Background: an optimization exercise with open tools, aiming at small area, a short achievable clock period and few clock cycles. Do not read the settings as production practice. The RTL was checked by simulation tests, not by an equivalence proof against the original design. No activity file was given, so power comes from the tool's default toggle rates.

// positional_list_store_top
module positional_list_store_top
#(
    parameter int CAPACITY = 32
) (
    input  logic        i_clk,
    input  logic        i_rst_n,
    input  logic        start,
    input  logic [39:0] i_item,
    output logic        busy,
    output logic        o_strobe,
    output logic [41:0] o_result
);
    logic [4*CAPACITY-1:0] w_sel;
    logic signed [31:0]    w_new;
    logic signed [31:0]    w_head;
    pls_pkg::t_request     w_req;
    pls_pkg::t_result      w_result;
    assign w_req    = i_item;
    assign o_result = w_result;
    pls_ctrl #(
        .CAPACITY (CAPACITY)
    ) u_ctrl (
        .i_clk    (i_clk),
        .i_rst_n  (i_rst_n),
        .i_start  (start),
        .i_req    (w_req),
        .o_busy   (busy),
        .o_strobe (o_strobe),
        .o_result (w_result),
        .o_sel    (w_sel),
        .o_new    (w_new),
        .i_head   (w_head)
    );
    pls_ram #(
        .DEPTH (CAPACITY)
    ) u_ram (
        .i_clk  (i_clk),
        .i_sel  (w_sel),
        .i_new  (w_new),
        .o_head (w_head)
    );
endmodule
For scale: roughly 1200 flip-flops, about 87 I/O pins, roughly 48000 um2 of cells after synthesis.
Settings: LEC_CHECK=0, CAP_MARGIN=10, CORE_MARGIN=2, CORE_UTILIZATION=40, CTS_CLUSTER_DIAMETER=120, CTS_CLUSTER_SIZE=24, PLACE_DENSITY=0.45, SETUP_SLACK_MARGIN=2.9, SLEW_MARGIN=10; clock period 5.0 ns.
run.sh (not shown) runs the stock make flow with config.mk's settings and CLKGATE_MAP_FILE= SYNTH_SCRIPT=/design/flow/synth_recipe.tcl, a recipe that flattens the netlist after the stock synthesis.
The first run completed without violations.
Testbench counts at the start, summed over its fixed seeds: cycles 5,065.
Change:
PLACE_DENSITY = 0.5   (was 0.45)
SETUP_SLACK_MARGIN = 3.0   (was 2.9)
After rerunning:
- sequential cell count does not change
- total power goes down by 3.0%
- worst setup slack improved by 0.013 ns
- hold slack improved by 0.0056 ns
- wire length goes down by 11%
- count of clock-buffer cells in the layout goes down by 2
- via count goes down by 1.0%
- synthesized area is unchanged
- synthesized cell count does not change
Change:
CAP_MARGIN = 20   (was 10)
CORE_UTILIZATION = 55   (was 40)
PLACE_DENSITY = 0.6   (was 0.5)
SLEW_MARGIN = 20   (was 10)
Result: Register-to-register slack is worse by 0.12 ns. Sequential cell count does not change. Final area decreases by 1.0%. Final cell count is lower by 6.8%. Global-route usage rose by 6.9 points.
Change:
CAP_MARGIN = 10   (was 20)
CORE_UTILIZATION = 40   (was 55)
CTS_CLUSTER_DIAMETER = 100   (was 120)
CTS_CLUSTER_SIZE = 20   (was 24)
PLACE_DENSITY = 0.45   (was 0.6)
SLEW_MARGIN = 10   (was 20)
Setup slack improves by 0.083 ns. Critical path depth is unchanged. Synthesized cell count is unchanged. Total power went up by a few percent. Register-to-register slack improves by 0.12 ns. Maximum frequency went up by a few percent. Count of clock-buffer cells in the layout grows by 18. Design area came out higher by a few percent. Utilization went down by 15 points. Hold slack gets worse by 0.0087 ns.


The RTL this note starts from:
==> flow/design.v <==
package pls_pkg;
    typedef enum logic [1:0] {
        CMD_INSERT = 2'd0,
        CMD_DELETE = 2'd1,
        CMD_LENGTH = 2'd2,
        CMD_STREAM = 2'd3
    } t_cmd;
    typedef enum logic [1:0] {
        ST_OK      = 2'd0,
        ST_BAD_POS = 2'd1,
        ST_EMPTY   = 2'd2,
        ST_FULL    = 2'd3
    } t_status;
    typedef struct packed {
        t_cmd               command;
        logic [5:0]         position;
        logic signed [31:0] value;
    } t_request;
    typedef struct packed {
        t_status            status;
        logic signed [31:0] entry;
        logic [6:0]         length;
        logic               last;
    } t_result;
    typedef enum logic [1:0] {
        MV_HOLD  = 2'd0,    
        MV_LEFT  = 2'd1,    
        MV_RIGHT = 2'd2,    
        MV_NEW   = 2'd3     
    } t_move;
endpackage
module pls_step #(
    parameter int SLOT = 0
) (
    input  logic       i_ins,       
    input  logic       i_del,       
    input  logic       i_rot,       
    input  logic [5:0] i_pos,       
    input  logic [5:0] i_count,     
    output logic [3:0] o_sel        
);
    logic w_below;    
    logic w_at;       
    logic w_tail;     
    logic w_inlist;   
    logic w_l, w_r, w_n;
    assign w_below = (6'(SLOT + 1) < i_pos);
    assign w_at    = (6'(SLOT + 1) == i_pos);
    assign w_tail  = (6'(SLOT + 1) >= i_count);
    assign w_inlist = (6'(SLOT) <= i_count);
    assign w_n = (i_rot && w_tail) || (i_ins && w_at && w_inlist);
    assign w_r = (i_rot && !w_tail) || (i_del && !w_below);
    assign w_l = i_ins && !w_below && !w_at;
    assign o_sel = {w_n, w_r, w_l, !(w_n || w_r || w_l)};
endmodule
import pls_pkg::*;
module pls_ram #(
    parameter int DEPTH = 32
) (
    input  logic                     i_clk,
    input  logic [4*DEPTH-1:0]       i_sel,     
    input  logic signed [31:0]       i_new,
    output logic signed [31:0]       o_head     
);
    logic signed [31:0] r_mem [DEPTH];
    for (genvar j = 0; j < DEPTH; j++) begin : g_slot
        logic signed [31:0] w_left, w_right;
        logic               w_h, w_l, w_r, w_n;
        assign w_left  = (j == 0)         ? r_mem[0]         : r_mem[(j == 0) ? 0 : j - 1];
        assign w_right = (j == DEPTH - 1) ? r_mem[DEPTH - 1] : r_mem[(j == DEPTH - 1) ? j : j + 1];
        assign w_h = i_sel[4*j + 0];
        assign w_l = i_sel[4*j + 1];
        assign w_r = i_sel[4*j + 2];
        assign w_n = i_sel[4*j + 3];
        always_ff @(posedge i_clk) begin
            r_mem[j] <= ({32{w_h}} & r_mem[j]) | ({32{w_l}} & w_left)
                      | ({32{w_r}} & w_right)  | ({32{w_n}} & i_new);
        end
    end
    assign o_head = r_mem[0];
endmodule
import pls_pkg::*;
module pls_ctrl
#(
    parameter int CAPACITY = 32
) (
    input  logic                      i_clk,
    input  logic                      i_rst_n,
    input  logic                      i_start,
    input  pls_pkg::t_request         i_req,
    output logic                      o_busy,
    output logic                      o_strobe,
    output pls_pkg::t_result          o_result,
    output logic [4*CAPACITY-1:0]     o_sel,
    output logic signed [31:0]        o_new,
    input  logic signed [31:0]        i_head
);
    logic [5:0]         r_count;
    logic [5:0]         r_count_p1;   
    logic [5:0]         r_count_m1;   
    logic               r_full;       
    logic               r_empty;      
    logic               r_res;        
    pls_pkg::t_status   r_status;     
    logic signed [31:0] r_value;
    logic [5:0]         r_rem;        
    logic               r_busy;       
    logic               r_rem_gt2;    
    logic               r_cnt_gt1;    
    logic               w_rot_nx;     
    logic               w_busy_nx;
    logic               r_strobe;
    pls_pkg::t_result   r_result;
    logic               w_take;
    logic               w_pos_zero, w_full, w_empty, w_ins_fit, w_del_fit;
    logic               w_ins_ok, w_del_ok, w_str_ok;
    logic               w_ins_go, w_del_go;
    pls_pkg::t_status   w_status;
    logic [5:0]         w_rem;
    logic               w_rot;
    assign w_take = i_start && !r_busy;
    assign w_pos_zero = (i_req.position == 6'd0);
    assign w_full     = r_full;
    assign w_empty    = r_empty;
    assign w_ins_fit  = (i_req.position <= r_count_p1);
    assign w_del_fit  = (i_req.position <= r_count);
    assign w_ins_ok   = (i_req.command == CMD_INSERT) && !w_full  && !w_pos_zero && w_ins_fit;
    assign w_del_ok   = (i_req.command == CMD_DELETE) && !w_empty && !w_pos_zero && w_del_fit;
    assign w_str_ok   = (i_req.command == CMD_STREAM) && !w_empty;
    assign w_ins_go   = (i_req.command == CMD_INSERT) && !w_full  && !w_pos_zero;
    assign w_del_go   = (i_req.command == CMD_DELETE) && !w_empty && !w_pos_zero;
    always_comb begin
        w_status = ST_OK;
        unique case (i_req.command)
            CMD_INSERT: begin
                if (w_full)                        w_status = ST_FULL;
                else if (w_pos_zero || !w_ins_fit) w_status = ST_BAD_POS;
            end
            CMD_DELETE: begin
                if (w_empty)                       w_status = ST_EMPTY;
                else if (w_pos_zero || !w_del_fit) w_status = ST_BAD_POS;
            end
            CMD_STREAM: begin
                if (w_empty)                       w_status = ST_EMPTY;
            end
            default: ;
        endcase
    end
    always_ff @(posedge i_clk) begin
        if (!i_rst_n) begin
            r_count    <= 6'd0;
            r_count_p1 <= 6'd1;
            r_count_m1 <= 6'd63;
            r_full     <= 1'b0;
            r_empty    <= 1'b1;
            r_cnt_gt1  <= 1'b0;
        end else if (w_take && w_ins_ok) begin
            r_count    <= r_count_p1;
            r_count_p1 <= r_count_p1 + 6'd1;
            r_count_m1 <= r_count;
            r_full     <= (r_count_p1 == 6'(CAPACITY));
            r_empty    <= 1'b0;
            r_cnt_gt1  <= !r_empty;
        end else if (w_take && w_del_ok) begin
            r_count    <= r_count_m1;
            r_count_p1 <= r_count;
            r_count_m1 <= r_count_m1 - 6'd1;
            r_full     <= 1'b0;
            r_empty    <= (r_count_m1 == 6'd0);
            r_cnt_gt1  <= (r_count_m1 > 6'd1);
        end
    end
    always_comb begin
        w_rem = 6'd0;
        if (r_rem > 6'd1) begin
            w_rem = r_rem - 6'd1;
        end else if (w_take && w_str_ok) begin
            w_rem = r_count;
        end
    end
    assign w_rot = r_rot;
    assign w_rot_nx  = r_busy || (i_start && w_str_ok);
    assign w_busy_nx = r_rem_gt2 || (!r_busy && i_start && w_str_ok && r_cnt_gt1);
    logic [4*CAPACITY-1:0] w_sel, r_sel;
    logic                  r_rot;
    for (genvar j = 0; j < CAPACITY; j++) begin : g_move
        pls_step #(
            .SLOT (j)
        ) u_step (
            .i_ins   (w_take && w_ins_go),
            .i_del   (w_take && w_del_go),
            .i_rot   (w_rot_nx),
            .i_pos   (i_req.position),
            .i_count (r_count),
            .o_sel   (w_sel[4*j +: 4])
        );
    end
    for (genvar j = 0; j < CAPACITY; j++) begin : g_selr
        always_ff @(posedge i_clk) begin
            r_sel[4*j+1 +: 3] <= w_sel[4*j+1 +: 3];
        end
        assign r_sel[4*j] = !(r_sel[4*j+1] || r_sel[4*j+2] || r_sel[4*j+3]);
    end
    always_ff @(posedge i_clk) begin
        if (!i_rst_n) begin
            r_rot <= 1'b0;
        end else begin
            r_rot <= w_rot_nx;
        end
    end
    assign o_sel = r_sel;
    assign o_new = w_rot ? i_head : r_value;
    always_ff @(posedge i_clk) begin
        r_value  <= i_req.value;
        r_status <= w_status;
    end
    always_ff @(posedge i_clk) begin
        if (!i_rst_n) begin
            r_res    <= 1'b0;
            r_rem    <= '0;
            r_busy   <= 1'b0;
            r_rem_gt2 <= 1'b0;
            r_strobe <= 1'b0;
        end else begin
            r_res    <= w_take && !w_str_ok;
            r_rem    <= w_rem;
            r_busy   <= w_busy_nx;
            r_rem_gt2 <= (w_rem > 6'd2);
            r_strobe <= r_res || w_rot;
        end
    end
    always_ff @(posedge i_clk) begin
        r_result.status <= w_rot ? ST_OK : r_status;
        r_result.entry  <= w_rot ? i_head : '0;
        r_result.length <= 7'(r_count);
        r_result.last   <= !w_rot || (r_rem == 6'd1);
    end
    assign o_busy   = r_busy;
    assign o_strobe = r_strobe;
    assign o_result = r_result;
endmodule
import pls_pkg::*;
module positional_list_store_top
#(
    parameter int CAPACITY = 32
) (
    input  logic        i_clk,
    input  logic        i_rst_n,
    input  logic        start,
    input  logic [39:0] i_item,
    output logic        busy,
    output logic        o_strobe,
    output logic [41:0] o_result
);
    logic [4*CAPACITY-1:0] w_sel;
    logic signed [31:0]    w_new;
    logic signed [31:0]    w_head;
    pls_pkg::t_request     w_req;
    pls_pkg::t_result      w_result;
    assign w_req    = i_item;
    assign o_result = w_result;
    pls_ctrl #(
        .CAPACITY (CAPACITY)
    ) u_ctrl (
        .i_clk    (i_clk),
        .i_rst_n  (i_rst_n),
        .i_start  (start),
        .i_req    (w_req),
        .o_busy   (busy),
        .o_strobe (o_strobe),
        .o_result (w_result),
        .o_sel    (w_sel),
        .o_new    (w_new),
        .i_head   (w_head)
    );
    pls_ram #(
        .DEPTH (CAPACITY)
    ) u_ram (
        .i_clk  (i_clk),
        .i_sel  (w_sel),
        .i_new  (w_new),
        .o_head (w_head)
    );
endmodule
==> flow/config.mk <==
export PLATFORM = sky130hd
export DESIGN_NAME = positional_list_store_top
export DESIGN_NICKNAME = positional_list_store_top
export VERILOG_FILES = /design/flow/design.v
export SDC_FILE = /design/flow/constraint.sdc
export NUM_CORES = 4
export LEC_CHECK = 0
export CAP_MARGIN = 20
export CORE_MARGIN = 2
export CORE_UTILIZATION = 40
export CTS_CLUSTER_DIAMETER = 120
export CTS_CLUSTER_SIZE = 24
export PLACE_DENSITY = 0.45
export SETUP_SLACK_MARGIN = 3.0
export SLEW_MARGIN = 20
==> flow/constraint.sdc <==
create_clock -name core_clock -period 5.0 [get_ports {i_clk}]
set_input_delay 1.0000 -clock core_clock [delete_from_list [all_inputs] [get_ports {i_clk}]]
set_output_delay 1.0000 -clock core_clock [all_outputs]
set_load 0.01 [all_outputs]
The first run went through all stages and came out clean.
Testbench counts at the start, summed over its fixed seeds: cycles 5,065.
Edit:
Settings changed: CAP_MARGIN 20 to 10, SLEW_MARGIN 20 to 10.
The changed run went through all stages and came out clean.
Cell area stays flat.
Register-to-register slack stays flat.
Power stays flat.
Worst setup slack gains 8.5 ps.
Routed wire length goes up by 0.87%.
First-iteration DRC count is higher by 3.2%.
Die area stays the same.

[separate check: timing with driven ports]
No port has a modelled driver above. Below, the same layouts with a new extraction and two added sets of constraints. Step 1, drivers: a clkbuf_16 drives i_clk and a buf_2 each remaining input, both assumed. Step 2 also shifts input and output timing later by t, the mid clock arrival at the registers, as if the neighbouring blocks saw the same clock. Slacks: ideal / step 1 / step 2; pairs: ideal / step 1.
run | t, ns | slack for setup (ns) | worst setup path at the end | cell pins on the clock port's net
the first run of note 1 | 0.786 | 2.794 / 2.725 / 2.065 | input to register | 1
the second run of note 1 | 0.772 | 2.807 / 2.760 / 2.096 | input to register | 1
the third run of note 1 | 0.729 | 2.725 / 2.726 / 2.043 | input to register | 1
the fourth run of note 1 | 0.746 | 2.809 / 2.769 / 2.106 | input to register | 1
the first run of note 2 | 0.783 | 2.785 / 2.712 / 2.086 | input to register | 1
the second run of note 2 | 0.781 | 2.793 / 2.719 / 2.095 | input to register | 1
After both steps every run listed still meets setup and hold. The setup slack of the first run of note 1, which loses most, moves by -0.069 ns with the drivers and by -0.729 ns with both steps.
